From an optimization exercise on the open Yosys and OpenROAD flow, aimed at small area, a short achievable clock period and few clock cycles; shortcuts taken in it are not production practice.
The RTL was checked by simulation tests, not by an equivalence proof against the original design.

==> run a <==
==> flow/design.v (excerpt) <==
module retransmit_slot_tracker
#(
	parameter int SLOTS = 32
) (
	input  logic        clk,
	input  logic        arst_n,
	input  logic        cfg_we,
	input  logic [1:0]  cfg_index,
	input  logic [31:0] cfg_data,
	input  logic        in_valid,
	output logic        in_ready,
	input  logic [1:0]  command,
	input  logic [15:0] ack_number,
	input  logic [47:0] now_ms,
	output logic        out_valid,
	input  logic        out_ready,
	output logic [3:0]  result_kind,
	output logic [4:0]  slot_index,
	output logic [31:0] smoothed_rtt_ms,
	output logic [31:0] min_rtt_ms,
	output logic        last_result
);
Settings: LEC_CHECK=0, CAP_MARGIN=20, CORE_MARGIN=2, CORE_UTILIZATION=60, SETUP_SLACK_MARGIN=5, SLEW_MARGIN=20; clock period 10.0 ns.
run.sh (not shown) runs the stock make flow with config.mk's settings and CLKGATE_MAP_FILE= SYNTH_SCRIPT=/design/flow/synth_recipe.tcl, a recipe that flattens the netlist after the stock synthesis.
==> run b: changes against run a <==
--- a/flow/design.v
+++ b/flow/design.v
@@ -403,37 +403,30 @@
 	logic [47:0]       t1_q;
 	logic              v2_q;
 	logic [1:0]        c2_q;
 	logic [4:0]        a2_q;
 	logic [N-1:0]      a2oh_q;
 	logic [47:0]       t2_q;
 	logic [31:0]       s2_q;
 	logic              dead2_q, hb2_q;
-	logic [N-1:0]      h2_q;      
-	logic              h2_nz_q;   
+	logic [N-1:0]      h2_q;
 	logic              vr_q, lr_q;
 	logic [3:0]        kr_q;
 	logic [4:0]        sr_q;
-	logic              wb_v_q;
-	logic [N-1:0]      wb_oh_q;
-	logic [47:0]       rd_q;
 	logic              vo_q, lo_q;
 	logic [3:0]        ko_q;
 	logic [4:0]        so_q;
 	logic [31:0]       rtto_q, mino_q;
-	logic ocan, go2, done2, emit2, mv12, take, s1_hold, emit_ok;
-	logic [1:0] fc_q;
-	logic       fh_q;
-	logic [41:0] fe_q [2];
-	assign emit_ok  = (fc_q == 2'd0) || ((fc_q == 2'd1) && !vr_q);
-	assign s1_hold  = wb_v_q && (c1_q == rstk_pkg::CMD_TICK);
-	assign mv12     = v1_q && (!v2_q || done2) && !s1_hold;
-	assign in_ready = !v1_q || ((!v2_q || done2) && !s1_hold);
-	assign take     = in_valid && in_ready;
+	logic ocan, rcan, go2, done2, emit2, mv12, take;
+	assign ocan  = !vo_q || out_ready;
+	assign rcan  = !vr_q || ocan;
+	assign mv12  = v1_q && (!v2_q || done2);
+	assign in_ready = !v1_q || !v2_q || done2;
+	assign take  = in_valid && in_ready;
 	logic          full, would_alloc, ack_hit, tick_scan, tick_hit;
 	logic [N-1:0]  free_v, free_hi, w_oh, hv, p_oh, ptr_mask;
 	logic [4:0]    w_idx, p_idx;
 	logic [47:0]   due_rd, due_wd;
 	logic [3:0]    kind2;
 	logic [4:0]    slot2;
 	logic          last2;
 	assign full   = &busy_q;
@@ -445,52 +438,42 @@
 	assign w_oh = (free_hi != '0) ? lowbit(free_hi) : lowbit(free_v);
 	always_comb begin
 		w_idx = '0;
 		for (int i = 0; i < N; i++) if (w_oh[i]) w_idx = w_idx | 5'(i);
 	end
 	assign would_alloc = v2_q && (c2_q == rstk_pkg::CMD_SEND) && link_q && !full;
 	assign ack_hit     = (busy_q & a2oh_q) != '0;
 	assign tick_scan   = (c2_q == rstk_pkg::CMD_TICK) && !dead2_q && !hb2_q;
-	assign hv          = h2_q;
-	assign tick_hit    = tick_scan && h2_nz_q;
+	assign hv          = h2_q & busy_q;
+	assign tick_hit    = tick_scan && (hv != '0);
 	assign p_oh        = lowbit(hv);
 	always_comb begin
 		p_idx = '0;
 		for (int i = 0; i < N; i++) if (p_oh[i]) p_idx = p_idx | 5'(i);
 	end
 	always_comb begin
 		due_rd = '0;
 		for (int i = 0; i < N; i++) due_rd = due_rd | (due_q[i] & {48{p_oh[i]}});
 	end
-	logic [N-1:0]      fwd_oh;
+	logic              wb_v_q;
+	logic [N-1:0]      wb_oh_q, fwd_oh;
+	logic [47:0]       rd_q;
 	logic [64:0] send_sum, tick_sum;
 	logic [47:0] send_due, tick_due, cs_s, cs_c, rtt48, half48;
 	assign rtt48    = 48'(rtt_q);
 	assign half48   = 48'(rtt_q[31:1]);
 	assign cs_s     = rd_q ^ rtt48 ^ half48;
 	assign cs_c     = ((rd_q & rtt48) | (rd_q & half48) | (rtt48 & half48)) << 1;
 	assign tick_sum = padd(64'(cs_s), 64'(cs_c), 1'b0);
 	assign tick_due = tick_sum[47:0];
 	assign send_sum = padd(64'(t2_q), 64'(rtt_q), 1'b0);
 	assign send_due = send_sum[47:0];
 	assign due_wd   = wb_v_q ? tick_due : send_due;
-	assign fwd_oh   = would_alloc ? w_oh : '0;
-	logic [49:0] fa_a, fa_b, fa_c, fa_s, fa_y;
-	logic [64:0] fa_e;
-	logic        fwd_send;
-	logic [49:0] fa_m;
-	assign fa_a     = {2'b00, t1_q};
-	assign fa_b     = ~{2'b00, t2_q};
-	assign fa_c     = ~{18'd0, rtt_q};
-	assign fa_s     = fa_a ^ fa_b ^ fa_c;
-	assign fa_m     = (fa_a & fa_b) | (fa_a & fa_c) | (fa_b & fa_c);
-	assign fa_y     = {fa_m[48:0], 1'b1};
-	assign fa_e     = padd(64'(fa_s), 64'(fa_y), 1'b1);
-	assign fwd_send = send_sum[48] ? (fa_e[49:48] != 2'b10) : !fa_e[49];
+	assign fwd_oh   = (wb_v_q ? wb_oh_q : '0) | (would_alloc ? w_oh : '0);
 	always_comb begin
 		kind2 = rstk_pkg::KIND_ACTIVITY;
 		slot2 = '0;
 		last2 = 1'b1;
 		emit2 = go2;
 		done2 = go2;
 		case (c2_q)
 			rstk_pkg::CMD_SEND: begin
@@ -520,17 +503,17 @@
 					emit2 = go2 && link_q;
 					done2 = 1'b0;
 				end else begin
 					kind2 = rstk_pkg::KIND_SCAN_DONE;
 				end
 			end
 		endcase
 	end
-	assign go2 = v2_q && emit_ok;
+	assign go2 = v2_q && rcan;
 	logic [47:0]  sent_rd;
 	logic         fwd_ack;
 	logic [31:0]  s1;
 	logic [47:0]  gap;
 	logic         dead1, hb1;
 	logic [N-1:0] a1_oh, h1;
 	always_comb begin
 		a1_oh = a1oh_q;
@@ -547,33 +530,25 @@
 	assign sub_b  = padd(64'(t1_q), 64'(t2_n), 1'b1);
 	assign s1     = fwd_ack ? sample(sub_b) : sample(sub_a);
 	logic g_gt;
 	assign sub_g = padd(64'(t1_q), 64'(last_n), 1'b1);
 	assign g_gt  = sub_g[48] && (sub_g[47:0] != '0);
 	assign gap   = g_gt ? sub_g[47:0] : '0;
 	assign dead1 = is_server_q && ((gap[47:32] != '0) || le64(64'(dead_q), 64'(gap[31:0])));
 	assign hb1   = is_server_q && ((gap[47:32] != '0) || !le64(64'(gap[31:0]), 64'(hb_q)));
+	logic fwd_due;
+	assign fwd_due = le64(64'(due_wd), 64'(t1_q));
 	always_comb begin
 		for (int i = 0; i < N; i++) begin
-			h1[i] = fwd_oh[i] ? fwd_send : le64(64'(due_q[i]), 64'(t1_q));
+			h1[i] = fwd_oh[i] ? fwd_due : le64(64'(due_q[i]), 64'(t1_q));
 		end
 	end
-	logic        from_f, oload, r_to_out, r_to_f;
-	logic [41:0] osrc;
-	logic [31:0] new_min;
-	logic        f_tail;
-	assign ocan     = !vo_q || out_ready;
-	assign from_f   = fc_q != 2'd0;
-	assign oload    = ocan && (from_f || vr_q);
-	assign r_to_out = ocan && !from_f && vr_q;
-	assign r_to_f   = vr_q && !r_to_out;
-	assign osrc     = from_f ? fe_q[fh_q] : {kr_q, sr_q, lr_q, rtt_q};
-	assign new_min  = le64(64'(rmin_q), 64'(osrc[31:0])) ? rmin_q : osrc[31:0];
-	assign f_tail   = fh_q ^ fc_q[0];
+	logic [31:0]  new_min;
+	assign new_min = le64(64'(rmin_q), 64'(rtt_q)) ? rmin_q : rtt_q;
 	logic [N-1:0] busy_d;
 	logic [31:0]  rtt_new;
 	assign rtt_new = div5s(36'({rtt_q, 2'b00}), 36'(s2_q));
 	always_comb begin
 		busy_d = busy_q;
 		if (go2) begin
 			case (c2_q)
 				rstk_pkg::CMD_SEND: if (would_alloc) busy_d = busy_q | w_oh;
@@ -594,18 +569,16 @@
 			rtt_q       <= rstk_pkg::RTT_RESET;
 			rmin_q      <= rstk_pkg::RTT_RESET;
 			last_act_q  <= '0;
 			v1_q        <= 1'b0;
 			v2_q        <= 1'b0;
 			vr_q        <= 1'b0;
 			vo_q        <= 1'b0;
 			wb_v_q      <= 1'b0;
-			fc_q        <= 2'd0;
-			fh_q        <= 1'b0;
 		end else begin
 			wb_v_q <= go2 && tick_hit;
 			if (cfg_we) begin
 				case (cfg_index)
 					rstk_pkg::REG_IS_SERVER: is_server_q <= cfg_data[0];
 					rstk_pkg::REG_LINK:      link_q      <= cfg_data[0];
 					rstk_pkg::REG_DEAD:      dead_q      <= cfg_data;
 					default:                 hb_q        <= cfg_data;
@@ -616,21 +589,22 @@
 			end
 			if (take) v1_q <= 1'b1;
 			else if (mv12) v1_q <= 1'b0;
 			if (mv12) v2_q <= 1'b1;
 			else if (done2) v2_q <= 1'b0;
 			busy_q <= busy_d;
 			if (go2 && would_alloc) ptr_q <= w_idx + 5'd1;
 			if (go2 && (c2_q == rstk_pkg::CMD_ACK) && ack_hit) rtt_q <= rtt_new;
-			vr_q <= emit2;
-			if (ocan) vo_q <= from_f || vr_q;
-			if (oload) rmin_q <= new_min;
-			fh_q <= fh_q ^ (ocan && from_f);
-			fc_q <= fc_q + {1'b0, r_to_f} - {1'b0, ocan && from_f};
+			if (emit2) vr_q <= 1'b1;
+			else if (ocan) vr_q <= 1'b0;
+			if (ocan) begin
+				vo_q <= vr_q;
+				if (vr_q) rmin_q <= new_min;
+			end
 		end
 	end
 	always_ff @(posedge clk) begin
 		if (take) begin
 			c1_q <= command;
 			a1_q <= ack_number[4:0];
 			for (int i = 0; i < N; i++) a1oh_q[i] <= (ack_number[4:0] == 5'(i));
 			t1_q <= now_ms;
@@ -638,36 +612,36 @@
 		if (mv12) begin
 			c2_q    <= c1_q;
 			a2_q    <= a1_q;
 			a2oh_q  <= a1oh_q;
 			t2_q    <= t1_q;
 			s2_q    <= s1;
 			dead2_q <= dead1;
 			hb2_q   <= hb1;
-			h2_q    <= h1 & busy_d;
-			h2_nz_q <= (h1 & busy_d) != '0;
+			h2_q    <= h1;
 		end else if (go2 && tick_hit) begin
-			h2_q    <= h2_q & ~p_oh;
-			h2_nz_q <= (h2_q & ~p_oh) != '0;
+			h2_q <= h2_q & ~p_oh;
 		end
 		for (int i = 0; i < N; i++) begin
 			if (go2 && would_alloc && w_oh[i]) sent_q[i] <= t2_q;
 			if ((go2 && would_alloc && w_oh[i]) || (wb_v_q && wb_oh_q[i])) due_q[i] <= due_wd;
 		end
 		wb_oh_q <= p_oh;
 		rd_q    <= due_rd;
 		if (emit2) begin
 			kr_q <= kind2;
 			sr_q <= slot2;
 			lr_q <= last2;
 		end
-		if (r_to_f) fe_q[f_tail] <= {kr_q, sr_q, lr_q, rtt_q};
-		if (oload) begin
-			{ko_q, so_q, lo_q, rtto_q} <= osrc;
+		if (ocan && vr_q) begin
+			ko_q   <= kr_q;
+			so_q   <= sr_q;
+			lo_q   <= lr_q;
+			rtto_q <= rtt_q;
 			mino_q <= new_min;
 		end
 	end
 	assign out_valid       = vo_q;
 	assign result_kind     = ko_q;
 	assign slot_index      = so_q;
 	assign smoothed_rtt_ms = rtto_q;
 	assign min_rtt_ms      = mino_q;
==> flow/config.mk (replaced) <==
export PLATFORM = sky130hd
export DESIGN_NAME = retransmit_slot_tracker
export DESIGN_NICKNAME = retransmit_slot_tracker
export VERILOG_FILES = /design/flow/design.v
export SDC_FILE = /design/flow/constraint.sdc
export NUM_CORES = 4
export LEC_CHECK = 0
export CAP_MARGIN = 20
export CORE_MARGIN = 2
export CORE_UTILIZATION = 40
export SLEW_MARGIN = 20
==> run c: changes against run a <==
--- a/flow/design.v
+++ b/flow/design.v
@@ -403,37 +403,30 @@
 	logic [47:0]       t1_q;
 	logic              v2_q;
 	logic [1:0]        c2_q;
 	logic [4:0]        a2_q;
 	logic [N-1:0]      a2oh_q;
 	logic [47:0]       t2_q;
 	logic [31:0]       s2_q;
 	logic              dead2_q, hb2_q;
-	logic [N-1:0]      h2_q;      
-	logic              h2_nz_q;   
+	logic [N-1:0]      h2_q;
 	logic              vr_q, lr_q;
 	logic [3:0]        kr_q;
 	logic [4:0]        sr_q;
-	logic              wb_v_q;
-	logic [N-1:0]      wb_oh_q;
-	logic [47:0]       rd_q;
 	logic              vo_q, lo_q;
 	logic [3:0]        ko_q;
 	logic [4:0]        so_q;
 	logic [31:0]       rtto_q, mino_q;
-	logic ocan, go2, done2, emit2, mv12, take, s1_hold, emit_ok;
-	logic [1:0] fc_q;
-	logic       fh_q;
-	logic [41:0] fe_q [2];
-	assign emit_ok  = (fc_q == 2'd0) || ((fc_q == 2'd1) && !vr_q);
-	assign s1_hold  = wb_v_q && (c1_q == rstk_pkg::CMD_TICK);
-	assign mv12     = v1_q && (!v2_q || done2) && !s1_hold;
-	assign in_ready = !v1_q || ((!v2_q || done2) && !s1_hold);
-	assign take     = in_valid && in_ready;
+	logic ocan, rcan, go2, done2, emit2, mv12, take;
+	assign ocan  = !vo_q || out_ready;
+	assign rcan  = !vr_q || ocan;
+	assign mv12  = v1_q && (!v2_q || done2);
+	assign in_ready = !v1_q || !v2_q || done2;
+	assign take  = in_valid && in_ready;
 	logic          full, would_alloc, ack_hit, tick_scan, tick_hit;
 	logic [N-1:0]  free_v, free_hi, w_oh, hv, p_oh, ptr_mask;
 	logic [4:0]    w_idx, p_idx;
 	logic [47:0]   due_rd, due_wd;
 	logic [3:0]    kind2;
 	logic [4:0]    slot2;
 	logic          last2;
 	assign full   = &busy_q;
@@ -445,52 +438,42 @@
 	assign w_oh = (free_hi != '0) ? lowbit(free_hi) : lowbit(free_v);
 	always_comb begin
 		w_idx = '0;
 		for (int i = 0; i < N; i++) if (w_oh[i]) w_idx = w_idx | 5'(i);
 	end
 	assign would_alloc = v2_q && (c2_q == rstk_pkg::CMD_SEND) && link_q && !full;
 	assign ack_hit     = (busy_q & a2oh_q) != '0;
 	assign tick_scan   = (c2_q == rstk_pkg::CMD_TICK) && !dead2_q && !hb2_q;
-	assign hv          = h2_q;
-	assign tick_hit    = tick_scan && h2_nz_q;
+	assign hv          = h2_q & busy_q;
+	assign tick_hit    = tick_scan && (hv != '0);
 	assign p_oh        = lowbit(hv);
 	always_comb begin
 		p_idx = '0;
 		for (int i = 0; i < N; i++) if (p_oh[i]) p_idx = p_idx | 5'(i);
 	end
 	always_comb begin
 		due_rd = '0;
 		for (int i = 0; i < N; i++) due_rd = due_rd | (due_q[i] & {48{p_oh[i]}});
 	end
-	logic [N-1:0]      fwd_oh;
+	logic              wb_v_q;
+	logic [N-1:0]      wb_oh_q, fwd_oh;
+	logic [47:0]       rd_q;
 	logic [64:0] send_sum, tick_sum;
 	logic [47:0] send_due, tick_due, cs_s, cs_c, rtt48, half48;
 	assign rtt48    = 48'(rtt_q);
 	assign half48   = 48'(rtt_q[31:1]);
 	assign cs_s     = rd_q ^ rtt48 ^ half48;
 	assign cs_c     = ((rd_q & rtt48) | (rd_q & half48) | (rtt48 & half48)) << 1;
 	assign tick_sum = padd(64'(cs_s), 64'(cs_c), 1'b0);
 	assign tick_due = tick_sum[47:0];
 	assign send_sum = padd(64'(t2_q), 64'(rtt_q), 1'b0);
 	assign send_due = send_sum[47:0];
 	assign due_wd   = wb_v_q ? tick_due : send_due;
-	assign fwd_oh   = would_alloc ? w_oh : '0;
-	logic [49:0] fa_a, fa_b, fa_c, fa_s, fa_y;
-	logic [64:0] fa_e;
-	logic        fwd_send;
-	logic [49:0] fa_m;
-	assign fa_a     = {2'b00, t1_q};
-	assign fa_b     = ~{2'b00, t2_q};
-	assign fa_c     = ~{18'd0, rtt_q};
-	assign fa_s     = fa_a ^ fa_b ^ fa_c;
-	assign fa_m     = (fa_a & fa_b) | (fa_a & fa_c) | (fa_b & fa_c);
-	assign fa_y     = {fa_m[48:0], 1'b1};
-	assign fa_e     = padd(64'(fa_s), 64'(fa_y), 1'b1);
-	assign fwd_send = send_sum[48] ? (fa_e[49:48] != 2'b10) : !fa_e[49];
+	assign fwd_oh   = (wb_v_q ? wb_oh_q : '0) | (would_alloc ? w_oh : '0);
 	always_comb begin
 		kind2 = rstk_pkg::KIND_ACTIVITY;
 		slot2 = '0;
 		last2 = 1'b1;
 		emit2 = go2;
 		done2 = go2;
 		case (c2_q)
 			rstk_pkg::CMD_SEND: begin
@@ -520,17 +503,17 @@
 					emit2 = go2 && link_q;
 					done2 = 1'b0;
 				end else begin
 					kind2 = rstk_pkg::KIND_SCAN_DONE;
 				end
 			end
 		endcase
 	end
-	assign go2 = v2_q && emit_ok;
+	assign go2 = v2_q && rcan;
 	logic [47:0]  sent_rd;
 	logic         fwd_ack;
 	logic [31:0]  s1;
 	logic [47:0]  gap;
 	logic         dead1, hb1;
 	logic [N-1:0] a1_oh, h1;
 	always_comb begin
 		a1_oh = a1oh_q;
@@ -547,33 +530,25 @@
 	assign sub_b  = padd(64'(t1_q), 64'(t2_n), 1'b1);
 	assign s1     = fwd_ack ? sample(sub_b) : sample(sub_a);
 	logic g_gt;
 	assign sub_g = padd(64'(t1_q), 64'(last_n), 1'b1);
 	assign g_gt  = sub_g[48] && (sub_g[47:0] != '0);
 	assign gap   = g_gt ? sub_g[47:0] : '0;
 	assign dead1 = is_server_q && ((gap[47:32] != '0) || le64(64'(dead_q), 64'(gap[31:0])));
 	assign hb1   = is_server_q && ((gap[47:32] != '0) || !le64(64'(gap[31:0]), 64'(hb_q)));
+	logic fwd_due;
+	assign fwd_due = le64(64'(due_wd), 64'(t1_q));
 	always_comb begin
 		for (int i = 0; i < N; i++) begin
-			h1[i] = fwd_oh[i] ? fwd_send : le64(64'(due_q[i]), 64'(t1_q));
+			h1[i] = fwd_oh[i] ? fwd_due : le64(64'(due_q[i]), 64'(t1_q));
 		end
 	end
-	logic        from_f, oload, r_to_out, r_to_f;
-	logic [41:0] osrc;
-	logic [31:0] new_min;
-	logic        f_tail;
-	assign ocan     = !vo_q || out_ready;
-	assign from_f   = fc_q != 2'd0;
-	assign oload    = ocan && (from_f || vr_q);
-	assign r_to_out = ocan && !from_f && vr_q;
-	assign r_to_f   = vr_q && !r_to_out;
-	assign osrc     = from_f ? fe_q[fh_q] : {kr_q, sr_q, lr_q, rtt_q};
-	assign new_min  = le64(64'(rmin_q), 64'(osrc[31:0])) ? rmin_q : osrc[31:0];
-	assign f_tail   = fh_q ^ fc_q[0];
+	logic [31:0]  new_min;
+	assign new_min = le64(64'(rmin_q), 64'(rtt_q)) ? rmin_q : rtt_q;
 	logic [N-1:0] busy_d;
 	logic [31:0]  rtt_new;
 	assign rtt_new = div5s(36'({rtt_q, 2'b00}), 36'(s2_q));
 	always_comb begin
 		busy_d = busy_q;
 		if (go2) begin
 			case (c2_q)
 				rstk_pkg::CMD_SEND: if (would_alloc) busy_d = busy_q | w_oh;
@@ -594,18 +569,16 @@
 			rtt_q       <= rstk_pkg::RTT_RESET;
 			rmin_q      <= rstk_pkg::RTT_RESET;
 			last_act_q  <= '0;
 			v1_q        <= 1'b0;
 			v2_q        <= 1'b0;
 			vr_q        <= 1'b0;
 			vo_q        <= 1'b0;
 			wb_v_q      <= 1'b0;
-			fc_q        <= 2'd0;
-			fh_q        <= 1'b0;
 		end else begin
 			wb_v_q <= go2 && tick_hit;
 			if (cfg_we) begin
 				case (cfg_index)
 					rstk_pkg::REG_IS_SERVER: is_server_q <= cfg_data[0];
 					rstk_pkg::REG_LINK:      link_q      <= cfg_data[0];
 					rstk_pkg::REG_DEAD:      dead_q      <= cfg_data;
 					default:                 hb_q        <= cfg_data;
@@ -616,21 +589,22 @@
 			end
 			if (take) v1_q <= 1'b1;
 			else if (mv12) v1_q <= 1'b0;
 			if (mv12) v2_q <= 1'b1;
 			else if (done2) v2_q <= 1'b0;
 			busy_q <= busy_d;
 			if (go2 && would_alloc) ptr_q <= w_idx + 5'd1;
 			if (go2 && (c2_q == rstk_pkg::CMD_ACK) && ack_hit) rtt_q <= rtt_new;
-			vr_q <= emit2;
-			if (ocan) vo_q <= from_f || vr_q;
-			if (oload) rmin_q <= new_min;
-			fh_q <= fh_q ^ (ocan && from_f);
-			fc_q <= fc_q + {1'b0, r_to_f} - {1'b0, ocan && from_f};
+			if (emit2) vr_q <= 1'b1;
+			else if (ocan) vr_q <= 1'b0;
+			if (ocan) begin
+				vo_q <= vr_q;
+				if (vr_q) rmin_q <= new_min;
+			end
 		end
 	end
 	always_ff @(posedge clk) begin
 		if (take) begin
 			c1_q <= command;
 			a1_q <= ack_number[4:0];
 			for (int i = 0; i < N; i++) a1oh_q[i] <= (ack_number[4:0] == 5'(i));
 			t1_q <= now_ms;
@@ -638,36 +612,36 @@
 		if (mv12) begin
 			c2_q    <= c1_q;
 			a2_q    <= a1_q;
 			a2oh_q  <= a1oh_q;
 			t2_q    <= t1_q;
 			s2_q    <= s1;
 			dead2_q <= dead1;
 			hb2_q   <= hb1;
-			h2_q    <= h1 & busy_d;
-			h2_nz_q <= (h1 & busy_d) != '0;
+			h2_q    <= h1;
 		end else if (go2 && tick_hit) begin
-			h2_q    <= h2_q & ~p_oh;
-			h2_nz_q <= (h2_q & ~p_oh) != '0;
+			h2_q <= h2_q & ~p_oh;
 		end
 		for (int i = 0; i < N; i++) begin
 			if (go2 && would_alloc && w_oh[i]) sent_q[i] <= t2_q;
 			if ((go2 && would_alloc && w_oh[i]) || (wb_v_q && wb_oh_q[i])) due_q[i] <= due_wd;
 		end
 		wb_oh_q <= p_oh;
 		rd_q    <= due_rd;
 		if (emit2) begin
 			kr_q <= kind2;
 			sr_q <= slot2;
 			lr_q <= last2;
 		end
-		if (r_to_f) fe_q[f_tail] <= {kr_q, sr_q, lr_q, rtt_q};
-		if (oload) begin
-			{ko_q, so_q, lo_q, rtto_q} <= osrc;
+		if (ocan && vr_q) begin
+			ko_q   <= kr_q;
+			so_q   <= sr_q;
+			lo_q   <= lr_q;
+			rtto_q <= rtt_q;
 			mino_q <= new_min;
 		end
 	end
 	assign out_valid       = vo_q;
 	assign result_kind     = ko_q;
 	assign slot_index      = so_q;
 	assign smoothed_rtt_ms = rtto_q;
 	assign min_rtt_ms      = mino_q;
==> flow/config.mk (replaced) <==
export PLATFORM = sky130hd
export DESIGN_NAME = retransmit_slot_tracker
export DESIGN_NICKNAME = retransmit_slot_tracker
export VERILOG_FILES = /design/flow/design.v
export SDC_FILE = /design/flow/constraint.sdc
export NUM_CORES = 4
export LEC_CHECK = 0
export CAP_MARGIN = 20
export CORE_MARGIN = 2
export CORE_UTILIZATION = 50
export SETUP_SLACK_MARGIN = 4
export SLEW_MARGIN = 20
==> results.txt <==
item	run a	run b	run c
Result of the run	finished clean	finished clean	finished clean
Worst slew pin tran	1.313 ns	1.297 ns	1.254 ns
Final period utilization	66.69%	98.00%	72.97%
Multi-input combinational area share	34.66%	32.17%	33.21%
First-pass GRT wire length	1016 mm	926.2 mm	980.0 mm
Cell Area, Synth	188800 µm²	181000 µm²	181000 µm²
Minimum setup slack among reg-to-reg paths	3.33 ns	0.43 ns	2.70 ns
Layout cells sized above 1	22.43%	10.73%	19.10%
Tap cells	4140	5976	4773
Wire length on met1	253.5 mm	262.4 mm	260.9 mm
Met2 routing resource usage after global routing	66.73%	42.87%	57.68%
Post-detailed-placement cell area	197400 µm²	191800 µm²	190800 µm²
Fillers	19680	40650	27910
Area share of the leading cell type in the synthesized netlist	55.36%	56.35%	56.35%
Num rows	205	247	220
Testbench counts of run a, summed over its fixed seeds: cycles 4,191.
Testbench counts of run b, summed over its fixed seeds: cycles 4,153.
Testbench counts of run c, summed over its fixed seeds: cycles 4,153.

[separate check: timing with driven ports]
In the flow no input, the clock included, has a driving cell. The finished layouts below were timed again as built, in two steps. Step 1: set_driving_cell puts a clkbuf_16 on clk and a buf_2 on each other input, an assumption about the parent block. Step 2 also shifts input and output timing later by t, the mid clock arrival at the registers, as if the neighbouring blocks saw the same clock. a / b / c = ideal / step 1 / step 2; a / b = the first two.
| run | t (ns) | setup slack, ns | hold WS [ns] | worst slew at a driven data input, ns | cell pins on the clock port's net |
|---|---|---|---|---|---|
| run a | 1.060 | 3.331 / 3.331 / 3.331 | 0.454 / 0.454 / 0.454 | 0.10 | 1 |
| run b | 1.092 | 0.200 / 0.084 / 0.433 | 0.414 / 0.414 / 0.414 | 0.13 | 1 |
| run c | 1.083 | 2.703 / 2.703 / 2.703 | 0.420 / 0.420 / 0.420 | 0.17 | 1 |
After both steps setup and hold are still met in every run listed.
